This design comes from an exercise in tuning for small area, a short achievable clock period and few clock cycles on the open sky130 flow, not from production work.
In this exercise RTL edits were held to simulation tests only and were not proved equivalent to the original.
No driver is modelled on the clock port, so clocking that relies on it looks cheaper here than on a real chip.
Power figures rest on the tool's default switching activity, not on a simulated workload.

[config.mk]
export PLATFORM = sky130hd
export DESIGN_NAME = mips_decoder_top
export DESIGN_NICKNAME = mips_decoder_top
export VERILOG_FILES = /design/flow/design.v
export SDC_FILE = /design/flow/constraint.sdc
export NUM_CORES = 4
export LEC_CHECK = 0
export CAP_MARGIN = 20
export CORE_MARGIN = 2
export CORE_UTILIZATION = 45
export CTS_CLUSTER_DIAMETER = 100
export CTS_CLUSTER_SIZE = 30
export SETUP_SLACK_MARGIN = 3.5
export SLEW_MARGIN = 20
[constraint.sdc]
create_clock -name core_clock -period 7.0 [get_ports {clk}]
set_input_delay 1.4000 -clock core_clock [delete_from_list [all_inputs] [get_ports {clk}]]
set_output_delay 1.4000 -clock core_clock [all_outputs]
set_load 0.01 [all_outputs]
[design.v]
`default_nettype none
package mips_isa_pkg;
	typedef logic [31:0] instr_t;
	typedef logic [5:0]  opcode_t;
	typedef logic [5:0]  funct_t;
	typedef logic [4:0]  shamt_t;
	typedef logic [15:0] imm_t;
	localparam int OPC_LSB   = 26;
	localparam int RS_LSB    = 21;
	localparam int RT_LSB    = 16;
	localparam int RD_LSB    = 11;
	localparam int SHAMT_LSB = 6;
	localparam int FUNCT_LSB = 0;
	localparam int IMM_LSB   = 0;
	localparam opcode_t OPC_SPECIAL = 6'h00;  
	localparam opcode_t OPC_ADDI    = 6'h08;
	localparam funct_t FN_SLL  = 6'h00;
	localparam funct_t FN_SRL  = 6'h02;
	localparam funct_t FN_SRA  = 6'h03;
	localparam funct_t FN_ADD  = 6'h20;
	localparam funct_t FN_ADDU = 6'h21;
	localparam funct_t FN_SUB  = 6'h22;
	localparam funct_t FN_SUBU = 6'h23;
	localparam funct_t FN_AND  = 6'h24;
	localparam funct_t FN_OR   = 6'h25;
	localparam funct_t FN_XOR  = 6'h26;
	localparam funct_t FN_NOR  = 6'h27;
	localparam funct_t FN_SLT  = 6'h2A;
	typedef enum logic [3:0] {
		OP_SLL,
		OP_SRL,
		OP_SRA,
		OP_ADD,
		OP_SUB,
		OP_AND,
		OP_OR,
		OP_XOR,
		OP_NOR,
		OP_SLT,
		OP_NONE
	} alu_op_t;
endpackage
`default_nettype wire
`default_nettype none
package mips_exec_pkg;
	typedef logic [31:0] word_t;
	typedef logic [4:0]  reg_idx_t;
	localparam reg_idx_t REG_ZERO = 5'd0;  
	localparam int       NUM_REGS = 32;
endpackage
`default_nettype wire
`timescale 1ns/1ns
`default_nettype none
module mips_regfile
(
	input  wire        clk,
	input  wire        reset,
	input  wire [31:1] rd_sel_a,     
	input  wire [31:1] rd_sel_b,
	output logic [31:0] rd_data_a,
	output logic [31:0] rd_data_b,
	input  wire        wr_en,
	input  wire  [4:0] wr_addr,
	input  wire [31:0] wr_data
);
	logic [31:0] regs [0:31];
	wire  [31:0] wd = wr_data & {32{~reset}};
	assign regs[0] = 32'd0;
	genvar i;
	for (i = 1; i < 32; i++) begin : g_reg
		logic [31:0] q;
		always_ff @(posedge clk)
			if (reset | (wr_en & (wr_addr == i)))
				q <= wd;
		assign regs[i] = q;
	end
	always_comb
	begin
		rd_data_a = '0;
		rd_data_b = '0;
		for (int i = 1; i < 32; i++)
		begin
			rd_data_a = rd_data_a | (regs[i] & {32{rd_sel_a[i]}});
			rd_data_b = rd_data_b | (regs[i] & {32{rd_sel_b[i]}});
		end
	end
endmodule
`default_nettype wire
`timescale 1ns/1ns
`default_nettype none
module mips_alu
(
	input  wire [31:0] a,
	input  wire [31:0] b,
	input  wire  [4:0] shamt,
	input  wire        inv,       
	input  wire        sel_sum,   
	input  wire        sel_slt,
	input  wire  [3:0] lut,       
	input  wire        sel_sr,    
	input  wire        sel_sl,    
	input  wire        sra,
	output logic [31:0] y
);
	wire [32:0] sum_x = {a, 1'b1} + {b, inv};
	wire [31:0] sum   = sum_x[32:1];
	wire        lt    = (a[31] ^ b[31]) ? sum[31] : a[31];
	wire [31:0] logic_y = (a & b & {32{lut[3]}}) | (a & ~b & {32{lut[2]}})
	                    | (~a & b & {32{lut[1]}}) | (~a & ~b & {32{lut[0]}});
	wire        fill   = sra & b[31];
	wire [31:0] sh_out = 32'({{32{fill}}, b} >> shamt);
	logic [31:0] sh_rev;
	always_comb
		for (int k = 0; k < 32; k++)
			sh_rev[k] = sh_out[31-k];
	assign y = ({32{sel_sum}} & sum)
	         | logic_y
	         | ({32{sel_slt}} & {31'd0, lt})
	         | ({32{sel_sr}} & sh_out)
	         | ({32{sel_sl}} & sh_rev);
endmodule
`default_nettype wire
`timescale 1ns/1ns
`default_nettype none
module instr_accept
(
	input  wire         clk,
	input  wire         reset,
	input  wire         dir,
	input  wire  [31:0] data_in,
	input  wire         adv,
	input  wire         x_wen,     
	input  wire   [4:0] x_dest,
	output logic        ack_prev,
	output logic        ir_v,
	output logic [31:1] rs_sel,    
	output logic [31:1] rt_sel,
	output logic  [4:0] dest,
	output logic [15:0] imm,       
	output logic        wen,       
	output logic        addi,
	output logic        sll,
	output logic        sr,        
	output logic        sra,
	output logic        inv,       
	output logic        sum,       
	output logic        slt,
	output logic  [3:0] lut,       
	output logic        fwd_s,     
	output logic        fwd_t,
	output logic        byp_s,     
	output logic        byp_t
);
	wire [5:0] opcode = data_in[31:26];
	wire [5:0] funct  = data_in[5:0];
	wire special = (opcode == mips_isa_pkg::OPC_SPECIAL);
	wire i_addi  = (opcode == mips_isa_pkg::OPC_ADDI);
	wire f_sll = special & (funct == mips_isa_pkg::FN_SLL);
	wire f_srl = special & (funct == mips_isa_pkg::FN_SRL);
	wire f_sra = special & (funct == mips_isa_pkg::FN_SRA);
	wire f_add = special & ((funct == mips_isa_pkg::FN_ADD) | (funct == mips_isa_pkg::FN_ADDU));
	wire f_sub = special & ((funct == mips_isa_pkg::FN_SUB) | (funct == mips_isa_pkg::FN_SUBU));
	wire f_and = special & (funct == mips_isa_pkg::FN_AND);
	wire f_or  = special & (funct == mips_isa_pkg::FN_OR);
	wire f_xor = special & (funct == mips_isa_pkg::FN_XOR);
	wire f_nor = special & (funct == mips_isa_pkg::FN_NOR);
	wire f_slt = special & (funct == mips_isa_pkg::FN_SLT);
	wire writes = i_addi | f_sll | f_srl | f_sra | f_add | f_sub | f_and | f_or | f_xor
	            | f_nor | f_slt;
	wire [4:0] i_dest = i_addi ? data_in[20:16] : data_in[15:11];
	wire [4:0] i_rs = data_in[25:21];
	wire [4:0] i_rt = data_in[20:16];
	logic ir_wen;
	assign ir_wen = ir_v & wen;
	always_ff @(posedge clk)
	begin
		if (reset)
		begin
			ack_prev <= 1'b0;
			ir_v     <= 1'b0;
		end
		else
		begin
			ack_prev <= dir & adv;
			if (adv)
				ir_v <= dir;
		end
	end
	always_ff @(posedge clk)
	begin
		if (adv)
		begin
			for (int i = 1; i < 32; i++)
			begin
				rs_sel[i] <= (i_rs == i);
				rt_sel[i] <= (i_rt == i);
			end
			dest <= i_dest;
			imm  <= data_in[15:0];
			wen  <= writes & (i_dest != 5'd0);
			addi <= i_addi;
			sll  <= f_sll;
			sr   <= f_srl | f_sra;
			sra  <= f_sra;
			inv  <= f_sub | f_slt;
			sum  <= i_addi | f_add | f_sub;
			slt  <= f_slt;
			lut  <= {f_and | f_or, f_or | f_xor, f_or | f_xor, f_nor};
			fwd_s <= ir_wen & (dest == i_rs);
			fwd_t <= ir_wen & (dest == i_rt);
			byp_s <= x_wen & (x_dest == i_rs);
			byp_t <= x_wen & (x_dest == i_rt);
		end
	end
endmodule
`default_nettype wire
`timescale 1ns/1ns
`default_nettype none
module exec_core
(
	input  wire         clk,
	input  wire         reset,
	input  wire         adv,
	input  wire         ir_v,
	input  wire  [31:1] rs_sel,
	input  wire  [31:1] rt_sel,
	input  wire   [4:0] dest,
	input  wire  [15:0] imm,
	input  wire         wen,
	input  wire         addi,
	input  wire         sll,
	input  wire         sr,
	input  wire         sra,
	input  wire         inv,
	input  wire         sum,
	input  wire         slt,
	input  wire   [3:0] lut,
	input  wire         fwd_s,
	input  wire         fwd_t,
	input  wire         byp_s,
	input  wire         byp_t,
	input  wire  [31:0] d,        
	input  wire         d_wen,    
	input  wire   [4:0] d_dest,
	output logic        x_v,
	output logic        x_wen,
	output logic  [4:0] x_dest,
	output logic [31:0] y
);
	wire [31:0] rf_a, rf_b;
	mips_regfile u_regfile (
		.clk       (clk),
		.reset     (reset),
		.rd_sel_a  (rs_sel),
		.rd_sel_b  (rt_sel),
		.rd_data_a (rf_a),
		.rd_data_b (rf_b),
		.wr_en     (d_wen),
		.wr_addr   (d_dest),
		.wr_data   (d)
	);
	wire [31:0] rd_a = byp_s ? d : rf_a;
	wire [31:0] rd_b = byp_t ? d : rf_b;
	wire [31:0] b_val = fwd_t ? y : rd_b;
	logic [31:0] b_rev;
	always_comb
		for (int k = 0; k < 32; k++)
			b_rev[k] = b_val[31-k];
	logic [31:0] s, t;
	logic  [4:0] shamt;
	logic        x_inv, x_sum, x_slt, x_sr, x_sl, x_sra;
	logic  [3:0] x_lut;
	always_ff @(posedge clk)
	begin
		if (reset)
		begin
			x_v   <= 1'b0;
			x_wen <= 1'b0;
		end
		else if (adv)
		begin
			x_v   <= ir_v;
			x_wen <= ir_v & wen;
		end
	end
	always_ff @(posedge clk)
	begin
		if (adv)
		begin
			s      <= fwd_s ? y : rd_a;
			if (addi)
				t <= {{16{imm[15]}}, imm};
			else if (sll)
				t <= b_rev;
			else
				t <= b_val ^ {32{inv}};
			x_dest <= dest;
			shamt  <= imm[10:6];
			x_inv  <= inv;
			x_sum  <= sum;
			x_slt  <= slt;
			x_lut  <= lut;
			x_sr   <= sr;
			x_sl   <= sll;
			x_sra  <= sra;
		end
	end
	mips_alu u_alu (
		.a       (s),
		.b       (t),
		.shamt   (shamt),
		.inv     (x_inv),
		.sel_sum (x_sum),
		.sel_slt (x_slt),
		.lut     (x_lut),
		.sel_sr  (x_sr),
		.sel_sl  (x_sl),
		.sra     (x_sra),
		.y       (y)
	);
endmodule
`default_nettype wire
`timescale 1ns/1ns
`default_nettype none
module result_port
(
	input  wire         clk,
	input  wire         reset,
	input  wire         x_v,
	input  wire         x_wen,
	input  wire   [4:0] x_dest,
	input  wire  [31:0] y,
	input  wire         ack_from_next,
	output logic        adv,
	output logic        dor,
	output logic [31:0] data_out,
	output logic        d_wen,
	output logic  [4:0] d_dest
);
	assign adv = ~dor | ack_from_next;
	always_ff @(posedge clk)
	begin
		if (reset)
		begin
			dor   <= 1'b0;
			d_wen <= 1'b0;
		end
		else if (adv)
		begin
			dor   <= x_v;
			d_wen <= x_wen;
		end
	end
	always_ff @(posedge clk)
	begin
		if (adv)
		begin
			data_out <= y;
			d_dest   <= x_dest;
		end
	end
endmodule
`default_nettype wire
`timescale 1ns/1ns
`default_nettype none
module mips_decoder_top
(
	input  wire    clk,
	input  wire    reset,
	input  wire    dir,
	input  mips_isa_pkg::instr_t data_in,
	input  wire    ack_from_next,
	output logic   ack_prev,
	output logic   dor,
	output mips_exec_pkg::word_t  data_out
);
	logic        adv;
	logic        ir_v;
	logic [31:1] rs_sel, rt_sel;
	logic  [4:0] dest;
	logic [15:0] imm;
	logic        wen, addi, sll, sr, sra, inv, sum, slt;
	logic  [3:0] lut;
	logic        fwd_s, fwd_t, byp_s, byp_t;
	logic        x_v, x_wen;
	logic  [4:0] x_dest;
	logic [31:0] y;
	logic        d_wen;
	logic  [4:0] d_dest;
	instr_accept u_accept (
		.clk      (clk),
		.reset    (reset),
		.dir      (dir),
		.data_in  (data_in),
		.adv      (adv),
		.x_wen    (x_wen),
		.x_dest   (x_dest),
		.ack_prev (ack_prev),
		.ir_v     (ir_v),
		.rs_sel   (rs_sel),
		.rt_sel   (rt_sel),
		.dest     (dest),
		.imm      (imm),
		.wen      (wen),
		.addi     (addi),
		.sll      (sll),
		.sr       (sr),
		.sra      (sra),
		.inv      (inv),
		.sum      (sum),
		.slt      (slt),
		.lut      (lut),
		.fwd_s    (fwd_s),
		.fwd_t    (fwd_t),
		.byp_s    (byp_s),
		.byp_t    (byp_t)
	);
	exec_core u_core (
		.clk    (clk),
		.reset  (reset),
		.adv    (adv),
		.ir_v   (ir_v),
		.rs_sel (rs_sel),
		.rt_sel (rt_sel),
		.dest   (dest),
		.imm    (imm),
		.wen    (wen),
		.addi   (addi),
		.sll    (sll),
		.sr     (sr),
		.sra    (sra),
		.inv    (inv),
		.sum    (sum),
		.slt    (slt),
		.lut    (lut),
		.fwd_s  (fwd_s),
		.fwd_t  (fwd_t),
		.byp_s  (byp_s),
		.byp_t  (byp_t),
		.d      (data_out),
		.d_wen  (d_wen),
		.d_dest (d_dest),
		.x_v    (x_v),
		.x_wen  (x_wen),
		.x_dest (x_dest),
		.y      (y)
	);
	result_port u_result (
		.clk           (clk),
		.reset         (reset),
		.x_v           (x_v),
		.x_wen         (x_wen),
		.x_dest        (x_dest),
		.y             (y),
		.ack_from_next (ack_from_next),
		.adv           (adv),
		.dor           (dor),
		.data_out      (data_out),
		.d_wen         (d_wen),
		.d_dest        (d_dest)
	);
endmodule
`default_nettype wire
[run.sh]
#!/bin/bash
# synth_recipe.tcl (not shown) runs the flow's synth.tcl, then flattens the netlist and writes it again
# the make line also repeats each setting of config.mk as NAME=value (left out here)
make -C /OpenROAD-flow-scripts/flow DESIGN_CONFIG=/design/flow/config.mk WORK_HOME=/design/flow/orfs CLKGATE_MAP_FILE= SYNTH_SCRIPT=/design/flow/synth_recipe.tcl finish
==> notes.md, run 1 <==
- Outcome: complete, no violations
- Die outline area: 129000 µm²
- Worst reg2reg path endpoint: u_core.t[13]
- Clock Pin Slew Worst Setup and Hold Paths: 0.11 ns
- Max-Slew Margin vs Limit: 10.5%
- Primary FF master, synth: sky130_fd_sc_hd__edfxtp_1
- Vias in the first global route: 43041
- Setup repair after global routing missed its margin: true
- Count of final hold-check violations: 0
- Antenna violations before repair: 13
- Number of flops mapped to enable cells by yosys: 1210
- Number of vias in the routed layout: 47456
- Area contributors post-synth: sky130_fd_sc_hd__edfxtp_1 (64%), sky130_fd_sc_hd__a221oi_1 (5.1%), sky130_fd_sc_hd__a22oi_1 (5.1%)
- Fin Setup TNS: 0 ns
- Number of synthesized register bits: 1216
- Fraction of registers with async set or reset after synthesis: 0%
- Final routed DRC violation total: 0
- Final period utilization: 52.8%
- Leakage power: 22.0 nW
- Setup slack, reg-to-reg: 3.31 ns
- Beginning of the worst register-to-register path: u_accept.rt_sel[17]
- Area of the core: 125000 µm²
- Quantity of I/O buffers inserted on ports: 69
- Final Max Tran Viols: 0
- Clock buffer count from CTS: 49
- CP arrival: 4.22 ns
- Hold EP: u_core.x_lut[2]
- Per-instance average area after synthesis: 13.9 µm²
- Finish-stage setup viols: 0
- Final Net Count: 4351
- Power density over the cells: 304 nW/µm²
- DRT Pass-1 Iters: 11
- Net Count, Synth: 4249
- Via/cell ratio: 8.10
- WP data required: 7.52 ns
- Ratio of cells with drive above 1 in the final layout: 12.9%
- Layout-stage area growth over the synthesis result: 11.0%
- First-pass GRT wire length: 363000 µm
- Sequential-to-total area share from yosys stat: 64.3%
- Maximum number of pins on one net before global-route repair: 138
- Class of the worst hold path: reg -> reg
- Crit path capture type: register
- Initial drt markers: 11298
- Top library cells by usage in the layout, fill and taps aside: sky130_fd_sc_hd__edfxtp_1 (1210), sky130_fd_sc_hd__a22oi_1 (381), sky130_fd_sc_hd__a221oi_1 (324)
- Cell Rows: 130
- Die Wd: 359 µm
- Post-route standard cell area excluding fillers: 63000 µm²
- Number of different library cells in the post-synthesis netlist: 85
- Number of nets with antenna violations after detailed routing: 0
- Half-perimeter wire length after detailed placement: 151000 µm
- CTS Root Buffer Type: sky130_fd_sc_hd__clkbuf_16
- Post-DR wirelength/cell: 46.8 µm
- Summed instance area of the synthesized netlist: 56700 µm²
- Placed cell area: 60100 µm²
- Dominant cell type by area after synthesis: sky130_fd_sc_hd__edfxtp_1
- WS Path Type: reg -> reg
- Number of cells on the worst reg-to-reg path: 9
- Skew-Pair Late Insertion Delay: 0.74 ns
- Worst ir drop on vdd: 0.000228 V
- CTS tree: built
- Total of hold buffers inserted after clock tree synthesis: 0
- Clock Tree Buf Depth: 3
- Min cycle time layout: 3.69 ns
- Share of Yosys cell area claimed by the top area cell type: 64.1%
- CP max FO: 26
- Placer's final routability congestion estimate: 1.02
- WHS Path Cells: 0
- Maximum clock frequency: 271 MHz
- Worst Max-Slew Pin Slew: 1.34 ns
- Detailed Route WL: 274000 µm
- I/O pin count: 70
- Count of yosys warnings during synthesis: 6
- Overall die height: 359 µm
- Overflow left after global routing: 0
- Most common library cell in the layout ignoring fill and taps: sky130_fd_sc_hd__edfxtp_1
- Worst-case clock skew: 0.0308 ns
- Global-route usage over all layers: 40.9%
- Startpoint types: register
- Max-cap viol count: 0
- Effective utilization at floorplan: 45.2%
- Total number of H-tree levels: 2
- Start point of the worst min-delay path: u_accept.lut[2]
- TritonCTS Sinks: 1216
- Synthesized instance count: 4084
per-layer routing:
| metal | routed length, µm | share of wire, % | track usage [%] |
|---|---|---|---|
| met5 | 538 | 0.20 | 1.89 |
| met4 | 25200 | 9.2 | 26.7 |
| met3 | 51100 | 19 | 22.6 |
| met2 | 110000 | 40 | 57.1 |
| met1 | 87900 | 32 | 48.0 |
sequential cells by signal, summed over array words and instances, names as in the netlist, 5 cells and up:
name	flops
u_core.u_regfile.g.q	992
u_core.s	32
u_core.t	32
u_result.data_out	32
u_accept.rs_sel	31
u_accept.rt_sel	31
u_accept.imm	16
u_accept.dest	5
u_core.shamt	5
u_core.x_dest	5
u_result.d_dest	5
critical path: stages (launching register included):
cell and delay (ns):
sky130_fd_sc_hd__edfxtp_1 0.75, sky130_fd_sc_hd__buf_4 0.75, sky130_fd_sc_hd__a22o_1 0.23, sky130_fd_sc_hd__a221oi_1 0.05
sky130_fd_sc_hd__nand4_1 0.15, sky130_fd_sc_hd__o32a_1 0.50, sky130_fd_sc_hd__nor2_1 0.14, sky130_fd_sc_hd__a41oi_2 0.36
sky130_fd_sc_hd__o22ai_1 0.18, sky130_fd_sc_hd__nor3_2 0.31
per-stage QoR:
| stage | cells | util [%] | setup slack (ns) | hold slack, ns | power [mW] |
|---|---|---|---|---|---|
| floorplan | 4084 | - | 1.72 | 0.400 | 12.4 |
| global placement | 5704 | 47.9 | 2.99 | 0.404 | 14.6 |
| detailed placement | 5704 | 48.0 | 2.98 | 0.407 | 14.6 |
| CTS | 5803 | 49.5 | 3.38 | 0.434 | 18.4 |
| global route | 5848 | 50.2 | 3.40 | 0.441 | 19.5 |
| finish | 5857 | 50.2 | 3.31 | 0.433 | 19.1 |
area by class of cell:
cell class | instances | area [µm²]
Inverter | 95 | 372
Clock buffer | 51 | 1280
Clock inverter | 12 | 171
Multi-Input combinational cell | 2475 | 19600
Sequential cell | 1216 | 36500
Antenna cell | 9 | 22.5
Fill cell | 10560 | 62500
Timing Repair inverter | 1 | 7.51
Tap cell | 1650 | 2060
Timing Repair Buffer | 348 | 3030
cell families after synthesis:
logic type	Yosys count	synth area share [%]
compound gates	1530	21.0
xor+xnor	52	0.803
fa+ha+maj	129	2.86
buf+inv	393	2.70
flops	1216	64.3
mux	75	2.25
simple gates	689	6.11
cells in the mapped netlist, drive strengths merged, types with 10 or more instances:
cell,count
a211oi,27
a31oi,11
nor3,39
o32ai,50
a21oi,128
and3,12
o211ai,15
o21bai,19
xor2,29
nand3,86
and2,11
o21ai,118
inv,95
nor2b,38
nand4,135
buf,48
or3,10
a221oi,334
a22o,313
a22oi,382
edfxtp,1210
nand2,146
clkbuf,250
nand2b,12
a221o,13
o31ai,17
xnor2,23
o21a,10
ha,128
o221ai,10
mux2,10
mux4,39
or2,10
nor2,152
mux2i,26
a21o,36
worst max path at each step:
stage | from | end | slack (ns)
after floorplan | ack_from_next | u_accept.addi | 1.72
after global placement | u_core.shamt[0] | u_core.t[13] | 2.99
after detailed placement | u_core.t[0] | u_core.t[30] | 2.98
after CTS | u_core.t[15] | u_core.t[30] | 3.38
after global routing | u_core.t[1] | u_core.t[30] | 3.40
final | u_accept.rt_sel[17] | u_core.t[13] | 3.31
power by group:
group / leakage, nW / internal, mW / switching, mW / total (mW)
Combinational: 8.61 / 1.80 / 3.53 / 5.33
Sequential: 12.7 / 9.25 / 0.806 / 10.1
Clock: 0.707 / 1.39 / 2.37 / 3.76
what timing repair did:
item                                    CTS  global route
pin swaps                                 5            20
gates cloned                              1             1
buffers inserted                         35            43
endpoints found under the setup margin   51            42
gates resized for setup                  38            80
Testbench counts, summed over its fixed seeds: cycles 4,824.
==> inputs of run 2 (changes only) <==
==> flow/run.sh (new file) <==
#!/bin/bash
# The standard layout (the standard.sh, unchanged synthesis and steps),
# with one addition: flow/post_cts.tcl runs at the end of the clock tree
# step as ORFS's POST_CTS_TCL hook, for a second setup repair.
# make's output goes to standard_flow.log; each ORFS step keeps its own log
# under orfs/logs/.
set -euo pipefail
here=$(pwd)
export POST_CTS_TCL="$here/flow/post_cts.tcl"
bash standard.sh POST_CTS_TCL="$POST_CTS_TCL" finish > "$here/standard_flow.log" 2>&1
==> flow/post_cts.tcl (new file) <==
# Extra setup repair at the end of the clock tree step (ORFS POST_CTS_TCL
# hook). The port buffers the standard flow inserts are slow delay cells
# (clkdlybuf4s50_1) that the footprint-matched standard repair cannot swap;
# they become plain buffers here, so every port still has its own buffer.
# Then fresh repair passes that work only on the worst path continue to
# upsize and buffer it. Gate cloning stays off so the registers keep their
# synthesized names and count.
foreach inst [get_cells -filter "ref_name == sky130_fd_sc_hd__clkdlybuf4s50_1"] {
  replace_cell $inst sky130_fd_sc_hd__buf_2
}
estimate_parasitics -placement
repair_timing -setup -setup_margin 4.5 -repair_tns 0 -skip_gate_cloning -verbose
repair_timing -setup -setup_margin 4.5 -repair_tns 0 -skip_gate_cloning -verbose
detailed_placement
check_placement -verbose
estimate_parasitics -placement
report_worst_slack -max
==> standard.sh (new file) <==
#!/bin/bash
# synth_recipe.tcl (not shown) runs the flow's synth.tcl, then flattens the netlist and writes it again
# the make line also repeats each setting of config.mk as NAME=value (left out here)
make -C /OpenROAD-flow-scripts/flow DESIGN_CONFIG=/design/flow/config.mk WORK_HOME=/design/flow/orfs CLKGATE_MAP_FILE= SYNTH_SCRIPT=/design/flow/synth_recipe.tcl "${@:-finish}"
--- a/config.mk
+++ b/config.mk
@@ -9,6 +9,6 @@
 export CORE_MARGIN = 2
 export CORE_UTILIZATION = 45
-export CTS_CLUSTER_DIAMETER = 100
-export CTS_CLUSTER_SIZE = 30
+export CTS_CLUSTER_DIAMETER = 80
+export CTS_CLUSTER_SIZE = 25
 export SETUP_SLACK_MARGIN = 3.5
 export SLEW_MARGIN = 20
removed: run.sh
==> run 2 against run 1 <==
Effect of this change:
- area after synthesis unchanged
- cell count is 0.94% higher
- final area up 1.2%
- worst hold slack got worse by 0.0033 ns
- first-iteration DRC count increased by 2.0%
- clock skew up 0.024 ns
- clock power up 9.8%
- largest cell class unchanged
==> notes.md, run 2 <==
- Beginning of the worst register-to-register path: u_accept.rs_sel[5]
- Max-cap viol count: 0
- Total power consumption of the routed design: 19.7 mW
- WHS: 0.430 ns
- Start point of the worst min-delay path: u_accept.sum
- Count of final hold-check violations: 0
- Worst ir drop on vdd: 0.000250 V
- Die Wd: 359 µm
- Max-Slew Margin vs Limit: 2.65%
- Via/cell ratio: 8.07
- Power density over the cells: 309 nW/µm²
- CP max FO: 22
- Quantity of I/O buffers inserted on ports: 69
- Final Max Tran Viols: 0
- Final Net Count: 4392
- Clock Pin Slew Worst Setup and Hold Paths: 0.10 ns
- Post-DR wirelength/cell: 46.7 µm
- Endpoint of the most critical setup path: u_core.s[13]
- Number of vias in the routed layout: 47728
- Net Count, Synth: 4249
- Number of cells on the worst reg-to-reg path: 5
- Skew-Pair Late Insertion Delay: 0.81 ns
- Library cell with the highest instance count after synthesis: sky130_fd_sc_hd__edfxtp_1
- First-pass GRT wire length: 368000 µm
- Area of the core: 125000 µm²
- Startpoint types: register
- Crit path capture type: register
- Area contributors post-synth: sky130_fd_sc_hd__edfxtp_1 (64%), sky130_fd_sc_hd__a221oi_1 (5.1%), sky130_fd_sc_hd__a22oi_1 (5.1%)
- Final period utilization: 52.0%
- Number of different library cells in the post-synthesis netlist: 85
- Die outline area: 129000 µm²
- Half-perimeter wire length after detailed placement: 151000 µm
- Detailed Route WL: 276000 µm
- DRT Pass-1 Iters: 13
- Cell Rows: 130
- Top cells by count, synth: sky130_fd_sc_hd__edfxtp_1 (1210), sky130_fd_sc_hd__a22oi_1 (382), sky130_fd_sc_hd__a221oi_1 (331)
- Finish-stage setup viols: 0
- Per-instance average area after synthesis: 13.9 µm²
- TritonCTS Sinks: 1216
- Primary FF master, synth: sky130_fd_sc_hd__edfxtp_1
- Final routed DRC violation total: 0
- Largest stage delay on the critical path: 1.22 ns
- Setup slack, reg-to-reg: 3.36 ns
- Class of the worst hold path: reg -> reg
- Synthesized instance count: 4084
- Critical Path Start: u_accept.rs_sel[5]
- Initial drt markers: 11527
- Layout-stage area growth over the synthesis result: 12.3%
- Min cycle time layout: 3.64 ns
- Count of yosys warnings during synthesis: 6
- Effective utilization at floorplan: 45.2%
- Maximum number of pins on one net before global-route repair: 138
- Fin Setup TNS: 0 ns
- Number of flops mapped to enable cells by yosys: 1210
- Top library cells by usage in the layout, fill and taps aside: sky130_fd_sc_hd__edfxtp_1 (1210), sky130_fd_sc_hd__a22oi_1 (382), sky130_fd_sc_hd__a221oi_1 (317)
- Maximum clock frequency: 275 MHz
- Overflow left after global routing: 0
- CTS tree: built
- Dominant cell type by area after synthesis: sky130_fd_sc_hd__edfxtp_1
- Ratio of cells with drive above 1 in the final layout: 17.0%
- Setup repair after global routing missed its margin: false
- Sequential-to-total area share from yosys stat: 64.3%
- Worst reg2reg path endpoint: u_core.s[13]
- Crit path max-delay cell type: sky130_fd_sc_hd__o32ai_1
- Number of nets with antenna violations after detailed routing: 0
- Outcome: complete, no violations
- Post-route standard cell area excluding fillers: 63700 µm²
- Vias in the first global route: 44056
- Summed instance area of the synthesized netlist: 56700 µm²
- Fraction of registers with async set or reset after synthesis: 0%
- Number of synthesized register bits: 1216
- Overall die height: 359 µm
- Worst-case clock skew: 0.0544 ns
- Antenna violations before repair: 23
- Final core area utilization: 50.8%
- Global-route usage over all layers: 41.4%
- Cells along the critical path: buf_4, a22oi_1, nand4_1, o32ai_1, o21ai_0
- I/O pin count: 70
- Number of flip-flops under the largest register name: 992
- Largest register by flop count: u_core.u_regfile.g.q
- Placed cell area: 60100 µm²
- Leakage power: 22.5 nW
- Share of Yosys cell area claimed by the top area cell type: 64.1%
- WP data required: 7.46 ns
- CP arrival: 4.10 ns
- Most common library cell in the layout ignoring fill and taps: sky130_fd_sc_hd__edfxtp_1
- Worst Max-Slew Pin Slew: 1.46 ns
- WS Path Type: reg -> reg
- Placer's final routability congestion estimate: 1.02
-- run 2: cell counts after synthesis --
No cell type changed its count.
-- run 2: cell type report --
| cell class | instances | area (µm²) |
|---|---|---|
| Fill cell | 10497 | 61700 |
| Sequential cell | 1216 | 36500 |
| Multi-Input combinational cell | 2475 | 20000 |
| Timing Repair Buffer | 378 | 3000 |
| Tap cell | 1650 | 2060 |
| Clock buffer | 63 | 1510 |
| Inverter | 95 | 372 |
| Clock inverter | 20 | 254 |
| Antenna cell | 14 | 35.0 |
| Timing Repair inverter | 1 | 7.51 |
-- run 2: worst min path at each step --
stage / cells after the start / slack, ns / to
after floorplan: 0 / 0.40 / u_core.x_lut[0]
final: 0 / 0.43 / u_core.x_sum
after global placement: 0 / 0.40 / u_core.x_sra
after detailed placement: 0 / 0.41 / u_core.x_sr
after global routing: 0 / 0.44 / u_core.x_sum
-- run 2: power by group --
part	leakage, nW	internal [mW]	switching (mW)	total, mW
sequential	12.7	9.25	0.822	10.1
clock	0.854	1.64	2.49	4.13
combinational	8.90	1.87	3.61	5.48
total	22.5	12.8	6.92	19.7
-- run 2: kinds of logic (layout without fill, tap and decap cells) --
logic type      after synthesis  in the layout  synth area share, %
compound gates             1530           1530                 21.0
other cells                   0             14                    0
xor+xnor                     52             52                0.803
buf+inv                     393            557                 2.70
mux                          75             75                 2.25
fa+ha+maj                   129            129                 2.86
flops                      1216           1216                 64.3
simple gates                689            689                 6.11
-- run 2: critical path, delay by kind of cell, from the launching register on --
family,cells,cell delay (ns)
compound gates,3,1.72
buf+inv,1,0.56
flops,1,0.85
simple gates,1,0.15
-- run 2: through the flow --
| step | instances | setup slack (ns) |
|---|---|---|
| global route | 5899 | 3.51 |
| global placement | 5704 | 2.99 |
| finish | 5912 | 3.36 |
| detailed placement | 5704 | 2.98 |
| floorplan | 4084 | 1.72 |
-- run 2: per-layer routing --
layer,wire [µm],vias to the layer above,GRT usage (%),part of all wire [%]
met5,808,-,3.33,0.29
met4,26300,42,28.3,9.5
met3,51400,1725,22.1,19
met2,110000,5549,57.7,40
met1,87500,23078,48.8,32
li1,-,17334,-,-
==> inputs of run 3 (changes only) <==
--- a/config.mk
+++ b/config.mk
@@ -8,5 +8,5 @@
 export CAP_MARGIN = 20
 export CORE_MARGIN = 2
-export CORE_UTILIZATION = 45
+export CORE_UTILIZATION = 55
 export CTS_CLUSTER_DIAMETER = 80
 export CTS_CLUSTER_SIZE = 25
==> run 3 against run 2 <==
Effect of this change:
- highest routed layer unchanged
- first-iteration DRC count rose by 17%
- die area fell by 18%
- total power rose by 1.2%
- largest cell class unchanged
==> notes.md, run 3 <==
- Sequential-to-total area share from yosys stat: 64.3%
- Finish-stage setup viols: 0
- CTS tree: built
- Quantity of I/O buffers inserted on ports: 69
- WP data required: 7.45 ns
- Number of synthesized register bits: 1216
- Largest register by flop count: u_core.u_regfile.g.q
- Startpoint types: register
- Count of final hold-check violations: 0
- Post-DR wirelength/cell: 49.4 µm
- Half-perimeter wire length after detailed placement: 157000 µm
- Library cell with the highest instance count after synthesis: sky130_fd_sc_hd__edfxtp_1
- Number of vias in the routed layout: 49167
- Final Net Count: 4430
- Effective utilization at floorplan: 55.6%
- Share of Yosys cell area claimed by the top area cell type: 64.1%
- WS Path Type: reg -> reg
- Final instance count without filler cells: 5688
- Initial drt markers: 13501
- Placed cell area: 59900 µm²
- Final Max Tran Viols: 0
- Layout-stage area growth over the synthesis result: 12.2%
- Number of flops mapped to enable cells by yosys: 1210
- Area contributors post-synth: sky130_fd_sc_hd__edfxtp_1 (64%), sky130_fd_sc_hd__a221oi_1 (5.1%), sky130_fd_sc_hd__a22oi_1 (5.1%)
- Setup repair after global routing missed its margin: true
- Clock network fraction of total power: 21.3%
- Clock Pin Slew Worst Setup and Hold Paths: 0.10 ns
- Fraction of power consumed by combinational cells: 28.2%
- Global-route usage over all layers: 51.8%
- Final routed DRC violation total: 0
- Maximum number of pins on one net before global-route repair: 111
- Placer's final routability congestion estimate: 1.04
- Worst ir drop on vdd: 0.000244 V
- Antenna violations before repair: 36
- Worst-case clock skew: 0.0503 ns
- Most common library cell in the layout ignoring fill and taps: sky130_fd_sc_hd__edfxtp_1
- Net switching power figure: 7.04 mW
- Internal power of the cells: 12.9 mW
- Via/cell ratio: 8.64
- DRT Pass-1 Iters: 14
- Overflow left after global routing: 0
- Crit path max-delay cell type: sky130_fd_sc_hd__o32ai_1
- Die Wd: 325 µm
- Leakage power: 22.7 nW
- Beginning of the worst register-to-register path: u_accept.rs_sel[17]
- FILL cells: 7701
- CP arrival: 4.04 ns
- TritonCTS Sinks: 1216
- Min cycle time layout: 3.59 ns
- Final period utilization: 51.3%
- Switching fraction of total power: 35.4%
- First-pass GRT wire length: 375000 µm
- Top cells by count, synth: sky130_fd_sc_hd__edfxtp_1 (1210), sky130_fd_sc_hd__a22oi_1 (382), sky130_fd_sc_hd__a221oi_1 (331)
- Number of flip-flops under the largest register name: 992
- Primary FF master, synth: sky130_fd_sc_hd__edfxtp_1
- I/O pin count: 70
- Dominant cell type by area after synthesis: sky130_fd_sc_hd__edfxtp_1
- Area of the core: 102000 µm²
- Setup slack, reg-to-reg: 3.41 ns
- Summed instance area of the synthesized netlist: 56700 µm²
- Max-Slew Margin vs Limit: 12.5%
- Cells along the critical path: buf_4, a22o_1, a221oi_1, nand3_1, o32ai_1, o21ai_0
- Number of nets with antenna violations after detailed routing: 0
- Cell Rows: 117
- Detailed Route WL: 281000 µm
- Post-route standard cell area excluding fillers: 63600 µm²
- Overall die height: 325 µm
- Power density over the cells: 313 nW/µm²
- Skew-Pair Late Insertion Delay: 0.78 ns
- Inst Count DP: 5424
- Outcome: complete, no violations
- Max-cap viol count: 0
- Per-instance average area after synthesis: 13.9 µm²
- Vias in the first global route: 45519
- Synthesized instance count: 4084
- Largest stage delay on the critical path: 1.05 ns
- Critical Path Start: u_accept.rs_sel[17]
- Start point of the worst min-delay path: u_accept.sr
- Net Count, Synth: 4249
- Die outline area: 106000 µm²
- Worst Max-Slew Pin Slew: 1.31 ns
- Top library cells by usage in the layout, fill and taps aside: sky130_fd_sc_hd__edfxtp_1 (1210), sky130_fd_sc_hd__a22oi_1 (381), sky130_fd_sc_hd__a221oi_1 (321)
- Number of different library cells in the post-synthesis netlist: 85
- Share of power burned in registers: 50.6%
- CP max FO: 11
- Maximum clock frequency: 279 MHz
- Crit path capture type: register
- Fraction of registers with async set or reset after synthesis: 0%
- Class of the worst hold path: reg -> reg
- Ratio of cells with drive above 1 in the final layout: 17.3%
- Fin Setup TNS: 0 ns
- Count of yosys warnings during synthesis: 6
-- run 3: cell count changes in the layout (fill, tap and decap cells not counted), moves of 7 or more --
cell	before	now
sky130_fd_sc_hd__buf_4	277	317
sky130_fd_sc_hd__diode_2	14	27
sky130_fd_sc_hd__ha_1	104	115
sky130_fd_sc_hd__ha_4	14	4
sky130_fd_sc_hd__clkbuf_1	3	10
-- run 3: power groups by stage --
stage                     registers, mW  logic [mW]  clock network [mW]
after floorplan                    9.87        2.50                   0
after global placement             10.3        4.25                   0
after detailed placement           10.3        4.31                   0
after global routing               10.1        5.70                4.40
final                              10.1        5.61                4.23
-- run 3: path summary, 6_finish.rpt --
path	endpoint	depth (start not counted)
worst max-delay path	u_core.s[14]	6
worst min-delay path	u_core.x_sr	0
worst min register to register	u_core.x_sr	0
worst max register to register	u_core.s[14]	6
-- run 3: through the flow --
stage          setup slack [ns]  total power, mW  hold WS [ns]  utilization [%]
5_1_grt                    3.44             20.2         0.447             62.3
3_3_place_gp               2.59             14.6         0.408             58.6
3_5_place_dp               2.73             14.6         0.415             58.7
6_report                   3.41             19.9         0.437             62.4
2_1_floorplan              1.72             12.4         0.400                -
-- run 3: cell type report --
| cell class | count | area (µm²) | share of cell area [%] |
|---|---|---|---|
| timing repair inverter | 1 | 7.51 | 0.0118 |
| clock buffer | 71 | 1560 | 2.46 |
| inverter | 95 | 372 | 0.584 |
| tap | 1368 | 1710 | 2.69 |
| multi-input combinational | 2475 | 19900 | 31.2 |
| sequential | 1216 | 36500 | 57.3 |
| timing repair buffer | 416 | 3310 | 5.20 |
| clock inverter | 19 | 289 | 0.454 |
| antenna | 27 | 67.6 | 0.106 |
-- run 3: critical path, delay by kind of cell, from the launching register on --
family	cells	cell delay, ns
compound gates	4	1.79
buf+inv	1	0.46
flops	1	0.82
simple gates	1	0.15
-- run 3: kinds of logic after synthesis --
kind of cell / Yosys count / share of synthesized area [%]
AO/OA/AOI/OAI: 1530 / 21.0
flip-flops: 1216 / 64.3
AND/OR/NAND/NOR: 689 / 6.11
buffers and inverters: 393 / 2.70
adder cells (fa/ha/maj): 129 / 2.86
multiplexers: 75 / 2.25
XOR/XNOR: 52 / 0.803
-- run 3: routing by layer --
| layer | track usage [%] | share of wire [%] | vias up | wire [µm] |
|---|---|---|---|---|
| li1 | - | - | 17419 | - |
| met1 | 64.7 | 31 | 23394 | 88400 |
| met2 | 67.8 | 38 | 6399 | 107000 |
| met3 | 27.6 | 20 | 1917 | 57000 |
| met4 | 37.4 | 10 | 38 | 28400 |
| met5 | 1.27 | 0.14 | - | 403 |
==> inputs of run 4 (changes only) <==
--- a/design.v
+++ b/design.v
@@ -129,5 +129,5 @@
 	input  wire         dir,
 	input  wire  [31:0] data_in,
-	input  wire         adv,
+	input  wire         ready,
 	input  wire         x_wen,     
 	input  wire   [4:0] x_dest,
@@ -182,12 +182,10 @@
 		else
 		begin
-			ack_prev <= dir & adv;
-			if (adv)
-				ir_v <= dir;
+			ack_prev <= dir & ready;
+			ir_v     <= dir & ready;
 		end
 	end
 	always_ff @(posedge clk)
 	begin
-		if (adv)
 		begin
 			for (int i = 1; i < 32; i++)
@@ -221,5 +219,4 @@
 	input  wire         clk,
 	input  wire         reset,
-	input  wire         adv,
 	input  wire         ir_v,
 	input  wire  [31:1] rs_sel,
@@ -278,5 +275,5 @@
 			x_wen <= 1'b0;
 		end
-		else if (adv)
+		else
 		begin
 			x_v   <= ir_v;
@@ -286,5 +283,4 @@
 	always_ff @(posedge clk)
 	begin
-		if (adv)
 		begin
 			s      <= fwd_s ? y : rd_a;
@@ -327,36 +323,53 @@
 	input  wire         clk,
 	input  wire         reset,
-	input  wire         x_v,
+	input  wire         ir_v,           
+	input  wire         x_v,            
 	input  wire         x_wen,
 	input  wire   [4:0] x_dest,
 	input  wire  [31:0] y,
 	input  wire         ack_from_next,
-	output logic        adv,
+	output logic        ready,
 	output logic        dor,
 	output logic [31:0] data_out,
 	output logic        d_wen,
-	output logic  [4:0] d_dest
+	output logic  [4:0] d_dest,
+	output logic [31:0] d
 );
-	assign adv = ~dor | ack_from_next;
 	always_ff @(posedge clk)
 	begin
 		if (reset)
-		begin
-			dor   <= 1'b0;
 			d_wen <= 1'b0;
-		end
-		else if (adv)
-		begin
-			dor   <= x_v;
+		else
 			d_wen <= x_wen;
-		end
+		d      <= y;
+		d_dest <= x_dest;
 	end
+	logic  [1:0] cnt;      
+	logic [31:0] q1, q2;   
+	wire       take = dor & ack_from_next;
+	wire [1:0] left = cnt - {1'b0, take};           
+	wire [2:0] room = {1'b0, left} + {2'b0, x_v} + {2'b0, ir_v};
+	assign ready = (room <= 3'd2);
 	always_ff @(posedge clk)
 	begin
-		if (adv)
+		if (reset)
 		begin
-			data_out <= y;
-			d_dest   <= x_dest;
+			cnt <= 2'd0;
+			dor <= 1'b0;
 		end
+		else
+		begin
+			cnt <= left + {1'b0, x_v};
+			dor <= (left != 2'd0) | x_v;
+		end
+	end
+	always_ff @(posedge clk)
+	begin
+		if (take | (cnt == 2'd0))
+			data_out <= (take & cnt[1]) ? q1 : y;
+		if (take | (cnt == 2'd1))
+			q1 <= (take & (cnt == 2'd3)) ? q2 : y;
+		if (left == 2'd2)
+			q2 <= y;
 	end
 endmodule
@@ -375,5 +388,5 @@
 	output mips_exec_pkg::word_t  data_out
 );
-	logic        adv;
+	logic        ready;
 	logic        ir_v;
 	logic [31:1] rs_sel, rt_sel;
@@ -388,4 +401,5 @@
 	logic        d_wen;
 	logic  [4:0] d_dest;
+	logic [31:0] d;
 	instr_accept u_accept (
 		.clk      (clk),
@@ -393,5 +407,5 @@
 		.dir      (dir),
 		.data_in  (data_in),
-		.adv      (adv),
+		.ready    (ready),
 		.x_wen    (x_wen),
 		.x_dest   (x_dest),
@@ -419,5 +433,4 @@
 		.clk    (clk),
 		.reset  (reset),
-		.adv    (adv),
 		.ir_v   (ir_v),
 		.rs_sel (rs_sel),
@@ -438,5 +451,5 @@
 		.byp_s  (byp_s),
 		.byp_t  (byp_t),
-		.d      (data_out),
+		.d      (d),
 		.d_wen  (d_wen),
 		.d_dest (d_dest),
@@ -454,9 +467,11 @@
 		.y             (y),
 		.ack_from_next (ack_from_next),
-		.adv           (adv),
+		.ready         (ready),
+		.ir_v          (ir_v),
 		.dor           (dor),
 		.data_out      (data_out),
 		.d_wen         (d_wen),
-		.d_dest        (d_dest)
+		.d_dest        (d_dest),
+		.d             (d)
 	);
 endmodule
==> run 4 against run 3 <==
Effect of this change:
- final area rose by 0.62%
- still clean
- non-clock buffer count fell by 128
- worst hold slack got worse by 0.10 ns
- first-iteration DRC count fell by 12%
- clock-buffer cell count rose by 22
- sequential power fell by 7%
- routed wire length fell by 3.0%
- via count fell by 1.4%
==> notes.md, run 4 <==
- Summed instance area of the synthesized netlist: 58200 µm²
- Number of different library cells in the post-synthesis netlist: 90
- Post-DR wirelength/cell: 47.1 µm
- WP data required: 7.62 ns
- Final Max Tran Viols: 0
- WHS: 0.334 ns
- Leakage power: 22.8 nW
- Vias in the first global route: 44556
- Max-cap viol count: 0
- Worst reg2reg path endpoint: u_core.t[23]
- Number of flip-flops under the largest register name: 992
- Top cells by count, synth: sky130_fd_sc_hd__edfxtp_1 (1088), sky130_fd_sc_hd__a22oi_1 (404), sky130_fd_sc_hd__a221oi_1 (315)
- Setup slack, reg-to-reg: 3.41 ns
- Fraction of registers with async set or reset after synthesis: 0%
- CP arrival: 4.21 ns
- Outcome: complete, no violations
- Skew-Pair Late Insertion Delay: 0.70 ns
- Detailed Route WL: 273000 µm
- WS Path Type: reg -> reg
- Finish-stage setup viols: 0
- Share of Yosys cell area claimed by the top area cell type: 56.1%
- I/O pin count: 70
- Number of synthesized register bits: 1313
- Hold EP: u_core.x_lut[2]
- CTS tree: built
- Class of the worst hold path: reg -> reg
- Max-Slew Margin vs Limit: 13.2%
- Net Count, Synth: 4459
- Sequential-to-total area share from yosys stat: 63.8%
- Global-route usage over all layers: 49.4%
- Ratio of cells with drive above 1 in the final layout: 16.9%
- Top library cells by usage in the layout, fill and taps aside: sky130_fd_sc_hd__edfxtp_1 (1088), sky130_fd_sc_hd__a22oi_1 (404), sky130_fd_sc_hd__a221oi_1 (312)
- Final routed DRC violation total: 0
- Number of cells on the worst reg-to-reg path: 10
- Placer's final routability congestion estimate: 1.04
- Maximum clock frequency: 279 MHz
- Final period utilization: 51.3%
- Most common library cell in the layout ignoring fill and taps: sky130_fd_sc_hd__edfxtp_1
- DRT Pass-1 Iters: 10
- Per-instance average area after synthesis: 13.6 µm²
- Quantity of I/O buffers inserted on ports: 69
- Final Net Count: 4505
- Clock Pin Slew Worst Setup and Hold Paths: 0.10 ns
- First-pass GRT wire length: 364000 µm
- Antenna violations before repair: 17
- Crit path capture type: register
- Beginning of the worst register-to-register path: u_accept.rt_sel[3]
- Die outline area: 109000 µm²
- CP max FO: 25
- Post-placement setup slack: 2.87 ns
- Count of yosys warnings during synthesis: 6
- Half-perimeter wire length after detailed placement: 159000 µm
- Effective utilization at floorplan: 55.4%
- Setup repair after global routing missed its margin: false
- Synthesized instance count: 4289
- Via/cell ratio: 8.38
- Area contributors post-synth: sky130_fd_sc_hd__edfxtp_1 (56%), sky130_fd_sc_hd__dfxtp_1 (7.7%), sky130_fd_sc_hd__a22oi_1 (5.2%)
- Primary FF master, synth: sky130_fd_sc_hd__edfxtp_1
- Count of final hold-check violations: 0
- Overall die height: 329 µm
- WHS Path Cells: 0
- Initial drt markers: 11823
- Worst ir drop on vdd: 0.000388 V
- Power density over the cells: 253 nW/µm²
- Number of vias in the routed layout: 48460
- Die Wd: 329 µm
- Worst Max-Slew Pin Slew: 1.30 ns
- Area of the core: 105000 µm²
- Number of flops mapped to enable cells by yosys: 1088
- Overflow left after global routing: 0
- Number of nets with antenna violations after detailed routing: 0
- Maximum number of pins on one net before global-route repair: 63
- TritonCTS Sinks: 1313
- Fin Setup TNS: 0 ns
- Dominant cell type by area after synthesis: sky130_fd_sc_hd__edfxtp_1
- Library cell with the highest instance count after synthesis: sky130_fd_sc_hd__edfxtp_1
- Startpoint types: register
- Setup slack after layout: 3.41 ns
- Start point of the worst min-delay path: u_accept.lut[2]
- Cell Rows: 119
- Min cycle time layout: 3.59 ns
- Largest register by flop count: u_core.u_regfile.g.q
- Worst-case clock skew: 0.0427 ns
- Layout-stage area growth over the synthesis result: 9.94%
run 4: kinds of logic after synthesis:
| family | count (synthesis) | share of synthesized area (%) |
|---|---|---|
| buffers and inverters | 413 | 2.79 |
| xor gates and xnor gates | 53 | 0.797 |
| DFF | 1313 | 63.8 |
| and+or+nand+nor | 702 | 5.97 |
| AOI/OAI and AO/OA | 1538 | 20.4 |
| muxes | 136 | 3.30 |
| adders and majority gates | 134 | 2.90 |
run 4: power by group:
group	switching [mW]	leakage (nW)	internal, mW
Combinational	1.53	8.65	0.669
Clock	2.62	1.01	2.00
Sequential	0.398	13.1	9.01
Total	4.55	22.8	11.7
run 4: per-layer routing:
metal	routed length, µm	part of all wire [%]	track usage, %	vias up
met5	392	0.14	0	-
met4	23800	8.7	31.9	16
met3	49300	18	22.4	1497
met2	106000	39	66.2	5681
met1	92500	34	64.7	23570
li1	-	-	-	17696
run 4: worst max path at each step:
| stage | from | end | depth (start not counted) |
|---|---|---|---|
| 6_report | u_accept.rt_sel[3] | u_core.t[23] | 10 |
| 5_1_grt | u_accept.rt_sel[1] | u_core.t[21] | 9 |
| 3_5_place_dp | reset | u_core.u_regfile.g_reg[9].q[7] | 4 |
| 3_3_place_gp | reset | u_core.u_regfile.g_reg[9].q[20] | 4 |
| 2_1_floorplan | u_result.d_dest[3] | u_core.u_regfile.g_reg[25].q[0] | 4 |
run 4: area by class of cell:
| class | count | area (µm²) |
|---|---|---|
| Antenna cell | 18 | 45.0 |
| Clock buffer | 93 | 1890 |
| Clock inverter | 12 | 174 |
| Fill cell | 8352 | 41100 |
| Inverter | 102 | 389 |
| Multi-Input combinational cell | 2563 | 20400 |
| Sequential cell | 1313 | 37300 |
| Tap cell | 1391 | 1740 |
| Timing Repair Buffer | 288 | 2080 |
| Timing Repair inverter | 1 | 5.00 |
run 4: metrics by stage:
step	power [mW]	utilization (%)	instance area, µm²	cells
6_report	16.2	60.9	64000	5781
5_1_grt	16.5	60.9	64000	5763
3_5_place_dp	11.6	58.2	61200	5617
3_3_place_gp	11.6	58.2	61200	5617
2_1_floorplan	10.5	-	58300	4289
run 4: critical path: stages (launching register included):
cell                       delay, ns
sky130_fd_sc_hd__dfxtp_2        0.50
sky130_fd_sc_hd__buf_4          0.43
sky130_fd_sc_hd__a22o_1         0.31
sky130_fd_sc_hd__a221oi_1       0.22
sky130_fd_sc_hd__nand3_1        0.14
sky130_fd_sc_hd__nor4_1         1.05
sky130_fd_sc_hd__nor3_1         0.24
sky130_fd_sc_hd__a21oi_1        0.22
sky130_fd_sc_hd__a21oi_1        0.05
sky130_fd_sc_hd__o21ai_1        0.12
sky130_fd_sc_hd__and3_1         0.15
Testbench counts of run 4, summed over its fixed seeds: cycles 4,824.
==> inputs of run 5 (changes only) <==
--- a/config.mk
+++ b/config.mk
@@ -8,5 +8,5 @@
 export CAP_MARGIN = 20
 export CORE_MARGIN = 2
-export CORE_UTILIZATION = 55
+export CORE_UTILIZATION = 45
 export CTS_CLUSTER_DIAMETER = 80
 export CTS_CLUSTER_SIZE = 25
==> run 5 against run 4 <==
Effect of this change:
- combinational power hardly changed
- critical path type unchanged
- non-clock buffer count is 2 higher
- highest routed layer unchanged
- via count is 1.7% lower
- worst hold slack worse by 0.0037 ns
- cell count is 5.7% higher
- sequential power hardly changed
- synthesized cell count stayed put
==> notes.md, run 5 <==
- Placed cell area: 61700 µm²
- Half-perimeter wire length after detailed placement: 156000 µm
- Switching fraction of total power: 28.0%
- Largest stage delay on the critical path: 0.95 ns
- Worst Max-Slew Pin Slew: 1.28 ns
- Net Count, Synth: 4459
- Final instance count without filler cells: 6110
- Initial drt markers: 11119
- Dominant cell type by area after synthesis: sky130_fd_sc_hd__edfxtp_1
- Ratio of cells with drive above 1 in the final layout: 16.5%
- Area of the core: 128000 µm²
- Number of flip-flops under the largest register name: 992
- Die Wd: 364 µm
- Internal power of the cells: 11.6 mW
- Top library cells by usage in the layout, fill and taps aside: sky130_fd_sc_hd__edfxtp_1 (1088), sky130_fd_sc_hd__a22oi_1 (404), sky130_fd_sc_hd__a221oi_1 (310)
- Clock Pin Slew Worst Setup and Hold Paths: 0.10 ns
- WS Path Type: reg -> reg
- TritonCTS Sinks: 1313
- Outcome: complete, no violations
- Finish-stage setup viols: 0
- Clock network fraction of total power: 28.2%
- Layout-stage area growth over the synthesis result: 10.5%
- Net switching power figure: 4.52 mW
- Largest register by flop count: u_core.u_regfile.g.q
- Number of different library cells in the post-synthesis netlist: 90
- Maximum clock frequency: 277 MHz
- Post-route standard cell area excluding fillers: 64300 µm²
- Leakage power: 22.8 nW
- Effective utilization at floorplan: 45.5%
- Critical Path Start: u_accept.rt_sel[25]
- Power density over the cells: 251 nW/µm²
- Post-placement setup slack: 2.70 ns
- Detailed Route WL: 273000 µm
- Crit path max-delay cell type: sky130_fd_sc_hd__o32ai_1
- Max-cap viol count: 0
- Worst ir drop on vdd: 0.000197 V
- Primary FF master, synth: sky130_fd_sc_hd__edfxtp_1
- Min cycle time layout: 3.60 ns
- Start point of the worst min-delay path: u_accept.sr
- Fraction of registers with async set or reset after synthesis: 0%
- Beginning of the worst register-to-register path: u_accept.rt_sel[25]
- Count of yosys warnings during synthesis: 6
- Quantity of I/O buffers inserted on ports: 69
- Final core area utilization: 50.3%
- I/O pin count: 70
- Antenna violations before repair: 24
- Inst Count DP: 5960
- CP arrival: 4.16 ns
- Global-route usage over all layers: 40.1%
- Class of the worst hold path: reg -> reg
- Worst-case clock skew: 0.0582 ns
- WP data required: 7.56 ns
- Final period utilization: 51.5%
- Fin Setup TNS: 0 ns
- Number of vias in the routed layout: 47623
- Startpoint types: register
- Summed instance area of the synthesized netlist: 58200 µm²
- Vias in the first global route: 44322
- Skew-Pair Late Insertion Delay: 0.70 ns
- Die outline area: 132000 µm²
- CP max FO: 23
- Number of flops mapped to enable cells by yosys: 1088
- Number of synthesized register bits: 1313
- Crit path capture type: register
- Post-DR wirelength/cell: 44.6 µm
- Max-Slew Margin vs Limit: 14.4%
- Count of final hold-check violations: 0
- Final Max Tran Viols: 0
- Synthesized instance count: 4289
- First-pass GRT wire length: 365000 µm
- Area contributors post-synth: sky130_fd_sc_hd__edfxtp_1 (56%), sky130_fd_sc_hd__dfxtp_1 (7.7%), sky130_fd_sc_hd__a22oi_1 (5.2%)
- Library cell with the highest instance count after synthesis: sky130_fd_sc_hd__edfxtp_1
- CTS tree: built
- DRT Pass-1 Iters: 9
- Final routed DRC violation total: 0
- Maximum number of pins on one net before global-route repair: 63
- Number of nets with antenna violations after detailed routing: 0
- Share of Yosys cell area claimed by the top area cell type: 56.1%
- Sequential-to-total area share from yosys stat: 63.8%
- Overall die height: 364 µm
- Cell Rows: 131
- Fraction of power consumed by combinational cells: 13.4%
- Cells along the critical path: buf_4, a22o_1, a221oi_1, nand4_1, o32ai_1, nor2_1, a21o_1, xor2_1, a21oi_1, a2bb2oi_2
- Overflow left after global routing: 0
- Share of power burned in registers: 58.3%
- WHS: 0.331 ns
- Total power consumption of the routed design: 16.1 mW
- Setup slack after layout: 3.40 ns
- Most common library cell in the layout ignoring fill and taps: sky130_fd_sc_hd__edfxtp_1
- Per-instance average area after synthesis: 13.6 µm²
- Via/cell ratio: 7.79
- Setup repair after global routing missed its margin: false
- Top cells by count, synth: sky130_fd_sc_hd__edfxtp_1 (1088), sky130_fd_sc_hd__a22oi_1 (404), sky130_fd_sc_hd__a221oi_1 (315)
- Placer's final routability congestion estimate: 0.976
- Final Net Count: 4507
-- run 5: path summary, 6_finish.rpt --
| check | end | slack (ns) | cells after the start |
|---|---|---|---|
| max | u_core.t[2] | 3.40 | 10 |
| min | u_core.x_sr | 0.33 | 0 |
| max reg2reg | u_core.t[2] | 3.40 | 10 |
| min reg2reg | u_core.x_sr | 0.33 | 0 |
-- run 5: power groups by stage --
stage | Sequential [mW] | Combinational [mW] | Clock, mW
after floorplan | 9.42 | 1.09 | 0
after global placement | 9.55 | 1.99 | 0
after detailed placement | 9.56 | 2.00 | 0
after global routing | 9.43 | 2.24 | 4.77
final | 9.40 | 2.17 | 4.55
-- run 5: per-layer routing --
| metal | track usage [%] | vias to the layer above | wire (µm) |
|---|---|---|---|
| li1 | - | 17672 | - |
| met1 | 48.5 | 23074 | 89600 |
| met2 | 57.3 | 5291 | 110000 |
| met3 | 18.2 | 1556 | 47900 |
| met4 | 27.1 | 30 | 24500 |
| met5 | 1.05 | - | 474 |
-- run 5: worst max-delay path: cells and delay by family (launching register included) --
kind	cells	cell delay, ns
AO/OA/AOI/OAI	6	2.10
XOR/XNOR	1	0.14
buffers and inverters	1	0.45
flip-flops	1	0.52
AND/OR/NAND/NOR	2	0.25
-- run 5: cells by family (layout without fill, tap and decap cells) --
family          Yosys count  after routing  synth area share (%)
mux                     136            136                  3.30
buf+inv                 413            499                  2.79
flops                  1313           1313                  63.8
simple gates            702            702                  5.97
compound gates         1538           1538                  20.4
other cells               0              6                     0
fa+ha+maj               134            134                  2.90
xor+xnor                 53             53                 0.797
-- run 5: final cells by class --
type | instances | area, µm²
fill | 10893 | 63700
antenna | 6 | 15.0
sequential | 1313 | 37300
timing repair buffer | 290 | 2110
multi-input combinational | 2563 | 20300
tap | 1729 | 2160
clock inverter | 17 | 171
clock buffer | 90 | 1860
inverter | 102 | 383
==> inputs of run 6 (changes only) <==
==> run.sh (new file) <==
#!/bin/bash
# synth_recipe.tcl (not shown) runs the flow's synth.tcl, then flattens the netlist and writes it again
# the make line also repeats each setting of config.mk as NAME=value (left out here)
make -C /OpenROAD-flow-scripts/flow DESIGN_CONFIG=/design/flow/config.mk WORK_HOME=/design/flow/orfs CLKGATE_MAP_FILE= SYNTH_SCRIPT=/design/flow/synth_recipe.tcl finish
--- a/config.mk
+++ b/config.mk
@@ -8,5 +8,5 @@
 export CAP_MARGIN = 20
 export CORE_MARGIN = 2
-export CORE_UTILIZATION = 45
+export CORE_UTILIZATION = 55
 export CTS_CLUSTER_DIAMETER = 80
 export CTS_CLUSTER_SIZE = 25
removed: flow/run.sh
removed: flow/post_cts.tcl
removed: standard.sh
==> run 6 against run 5 <==
Effect of this change:
- sequential share of layout area is 0.45 points higher
- first-iteration DRC count increased by 3.2%
- via count rose by 0.86%
- global-route usage grew 9.0 points
- clock skew fell by 0.016 ns
- maximum frequency down 2.3%
==> notes.md, run 6 <==
- Final routed DRC violation total: 0
- Number of flops mapped to enable cells by yosys: 1088
- Crit path max-delay cell type: sky130_fd_sc_hd__o32ai_1
- Clock Pin Slew Worst Setup and Hold Paths: 0.10 ns
- Per-instance average area after synthesis: 13.6 µm²
- Max-Slew Margin vs Limit: 11.3%
- Crit path capture type: register
- Number of cells on the worst reg-to-reg path: 9
- CTS tree: built
- Worst-case clock skew: 0.0417 ns
- Ratio of cells with drive above 1 in the final layout: 13.8%
- Dominant cell type by area after synthesis: sky130_fd_sc_hd__edfxtp_1
- WHS Path Cells: 0
- Area contributors post-synth: sky130_fd_sc_hd__edfxtp_1 (56%), sky130_fd_sc_hd__dfxtp_1 (7.7%), sky130_fd_sc_hd__a22oi_1 (5.2%)
- Half-perimeter wire length after detailed placement: 159000 µm
- Skew-Pair Late Insertion Delay: 0.69 ns
- Final core area utilization: 60.7%
- Total of hold buffers inserted after clock tree synthesis: 0
- Placer's final routability congestion estimate: 1.04
- Post-placement setup slack: 2.87 ns
- Largest register by flop count: u_core.u_regfile.g.q
- Effective utilization at floorplan: 55.4%
- Worst Max-Slew Pin Slew: 1.33 ns
- DRT Pass-1 Iters: 9
- Post-DR wirelength/cell: 47.1 µm
- Count of yosys warnings during synthesis: 6
- CP max FO: 16
- Min cycle time layout: 3.69 ns
- Outcome: complete, no violations
- Via/cell ratio: 8.34
- Global-route usage over all layers: 49.2%
- Class of the worst hold path: reg -> reg
- Detailed Route WL: 271000 µm
- Fraction of registers with async set or reset after synthesis: 0%
- Antenna violations before repair: 15
- Number of nets with antenna violations after detailed routing: 0
- Maximum number of pins on one net before global-route repair: 63
- Library cell with the highest instance count after synthesis: sky130_fd_sc_hd__edfxtp_1
- I/O pin count: 70
- Setup slack, reg-to-reg: 3.31 ns
- Max-cap viol count: 0
- Quantity of I/O buffers inserted on ports: 69
- Die outline area: 109000 µm²
- Maximum clock frequency: 271 MHz
- Clock Tree Buf Depth: 3
- CP arrival: 4.21 ns
- Final period utilization: 52.7%
- Vias in the first global route: 44255
- Largest stage delay on the critical path: 1.03 ns
- Fin Setup TNS: 0 ns
- WP data required: 7.52 ns
- CTS Root Buffer Type: sky130_fd_sc_hd__clkbuf_16
- Number of different library cells in the post-synthesis netlist: 90
- Net Count, Synth: 4459
- Top cells by count, synth: sky130_fd_sc_hd__edfxtp_1 (1088), sky130_fd_sc_hd__a22oi_1 (404), sky130_fd_sc_hd__a221oi_1 (315)
- Final Max Tran Viols: 0
- TritonCTS Sinks: 1313
- Area of the core: 105000 µm²
- Top library cells by usage in the layout, fill and taps aside: sky130_fd_sc_hd__edfxtp_1 (1088), sky130_fd_sc_hd__a22oi_1 (404), sky130_fd_sc_hd__a221oi_1 (315)
- Most common library cell in the layout ignoring fill and taps: sky130_fd_sc_hd__edfxtp_1
- Leakage power: 22.5 nW
- Finish-stage setup viols: 0
- Number of vias in the routed layout: 48032
- Summed instance area of the synthesized netlist: 58200 µm²
- Number of synthesized register bits: 1313
- Setup repair after global routing missed its margin: true
- Initial drt markers: 11470
- Overflow left after global routing: 0
- Count of final hold-check violations: 0
- Primary FF master, synth: sky130_fd_sc_hd__edfxtp_1
- Final Net Count: 4487
- Cells along the critical path: buf_4, a22o_1, a221oi_1, nand4_1, o32ai_1, nor2_1, a21oi_4, xor2_1, o221ai_1
- Beginning of the worst register-to-register path: u_accept.rt_sel[9]
- Start point of the worst min-delay path: u_accept.lut[2]
- Total number of H-tree levels: 3
- Hold EP: u_core.x_lut[2]
- WS Path Type: reg -> reg
- Synthesized instance count: 4289
- Worst reg2reg path endpoint: u_core.t[6]
- Die Wd: 329 µm
- Sequential-to-total area share from yosys stat: 63.8%
- Share of Yosys cell area claimed by the top area cell type: 56.1%
- Clock buffer count from CTS: 66
- Worst ir drop on vdd: 0.000390 V
- Cell Rows: 119
- Setup slack after layout: 3.31 ns
- Number of flip-flops under the largest register name: 992
- First-pass GRT wire length: 362000 µm
- Layout-stage area growth over the synthesis result: 9.55%
- Overall die height: 329 µm
- Power density over the cells: 254 nW/µm²
- Startpoint types: register
[run 6: metrics by stage]
stage          std cells  cell area [µm²]  hold slack [ns]  power, mW
2_1_floorplan       4289            58300            0.310       10.5
3_3_place_gp        5617            61200            0.312       11.6
3_5_place_dp        5617            61200            0.316       11.6
4_1_cts             5730            63400            0.336       16.0
5_1_grt             5746            63800            0.343       16.5
6_report            5762            63800            0.337       16.2
[run 6: what timing repair did]
action,4_1_cts,5_1_grt
resized for setup,24,63
gates cloned,1,0
endpoints found under the setup margin,87,137
pin swaps,6,14
setup buffers,7,15
[run 6: worst max path at each step]
stage | startpoint | endpoint | cells after the start
after floorplan | u_result.d_dest[3] | u_core.u_regfile.g_reg[25].q[0] | 4
after global placement | reset | u_core.u_regfile.g_reg[9].q[20] | 4
after detailed placement | reset | u_core.u_regfile.g_reg[9].q[7] | 4
after CTS | u_accept.rt_sel[7] | u_core.t[9] | 9
after global routing | u_core.t[7] | u_core.t[30] | 14
final | u_accept.rt_sel[9] | u_core.t[6] | 9
[run 6: kinds of logic after synthesis]
logic type / count (synthesis) / synth area share [%]
buf+inv: 413 / 2.79
mux: 136 / 3.30
fa+ha+maj: 134 / 2.90
xor+xnor: 53 / 0.797
flops: 1313 / 63.8
simple gates: 702 / 5.97
compound gates: 1538 / 20.4
[run 6: critical path: cells and delay by family, from the launching register on]
kind	cells	cell delay (ns)
flip-flops	1	0.66
AO/OA/AOI/OAI	5	1.91
AND/OR/NAND/NOR	2	0.34
buffers and inverters	1	0.41
XOR/XNOR	1	0.17
[run 6: final cells by class]
type | count | area, µm²
Antenna cell | 17 | 42.5
Inverter | 102 | 388
Clock buffer | 93 | 1890
Timing Repair Buffer | 270 | 2270
Fill cell | 8346 | 41300
Sequential cell | 1313 | 37300
Timing Repair inverter | 1 | 5.00
Tap cell | 1391 | 1740
Clock inverter | 12 | 174
Multi-Input combinational cell | 2563 | 20000
[run 6: per-layer routing]
| layer | wire, µm | track usage [%] | vias up |
|---|---|---|---|
| met4 | 23700 | 31.5 | 15 |
| met3 | 48400 | 21.7 | 1503 |
| met5 | 238 | 0.522 | - |
| met1 | 92700 | 64.6 | 23268 |
| met2 | 106000 | 66.0 | 5591 |
| li1 | - | - | 17655 |
[run 6: where the power goes]
part           switching, mW  internal, mW
clock                   2.61          2.00
sequential             0.405          9.01
combinational           1.49         0.686

-- static timing again, ports no longer ideal --
Ports are ideal in the flow. The routed layouts listed here were re-timed in OpenROAD.
Step 1: set_driving_cell puts a clkbuf_16 on clk and a buf_2 on each other input, an assumption about the parent block.
Step 2 adds t to the input delays and takes it off the output delays; t is the mean of the earliest and latest rising clock arrival at the registers after step 1. Input paths then give back, and output paths get back, about the clock's delay inside the block.
Slacks: no drivers / after step 1 / after step 2; pairs: no drivers / after step 1.
| run | t, ns | slack for setup (ns) | hold WS [ns] | worst setup path after step 2 | latest minus earliest clock arrival (ns) |
|---|---|---|---|---|---|
| run 1 | 0.803 | 3.305 / 3.305 / 2.822 | 0.433 / 0.433 / 0.433 | input to register | 0.031 / 0.030 |
| run 2 | 0.855 | 3.361 / 3.361 / 2.789 | 0.430 / 0.430 / 0.430 | input to register | 0.056 / 0.056 |
| run 3 | 0.833 | 3.412 / 3.412 / 2.717 | 0.437 / 0.437 / 0.437 | input to register | 0.055 / 0.055 |
| run 4 | 0.756 | 3.411 / 3.411 / 3.232 | 0.334 / 0.334 / 0.334 | input to register | 0.045 / 0.044 |
| run 5 | 0.746 | 3.396 / 3.396 / 3.109 | 0.331 / 0.331 / 0.331 | input to register | 0.061 / 0.061 |
| run 6 | 0.756 | 3.312 / 3.312 / 2.644 | 0.337 / 0.337 / 0.337 | input to register | 0.047 / 0.047 |
After both steps every run listed still meets setup and hold. The setup slack of run 3, which loses most, moves by 0.000 ns with the drivers and by -0.695 ns with both steps.
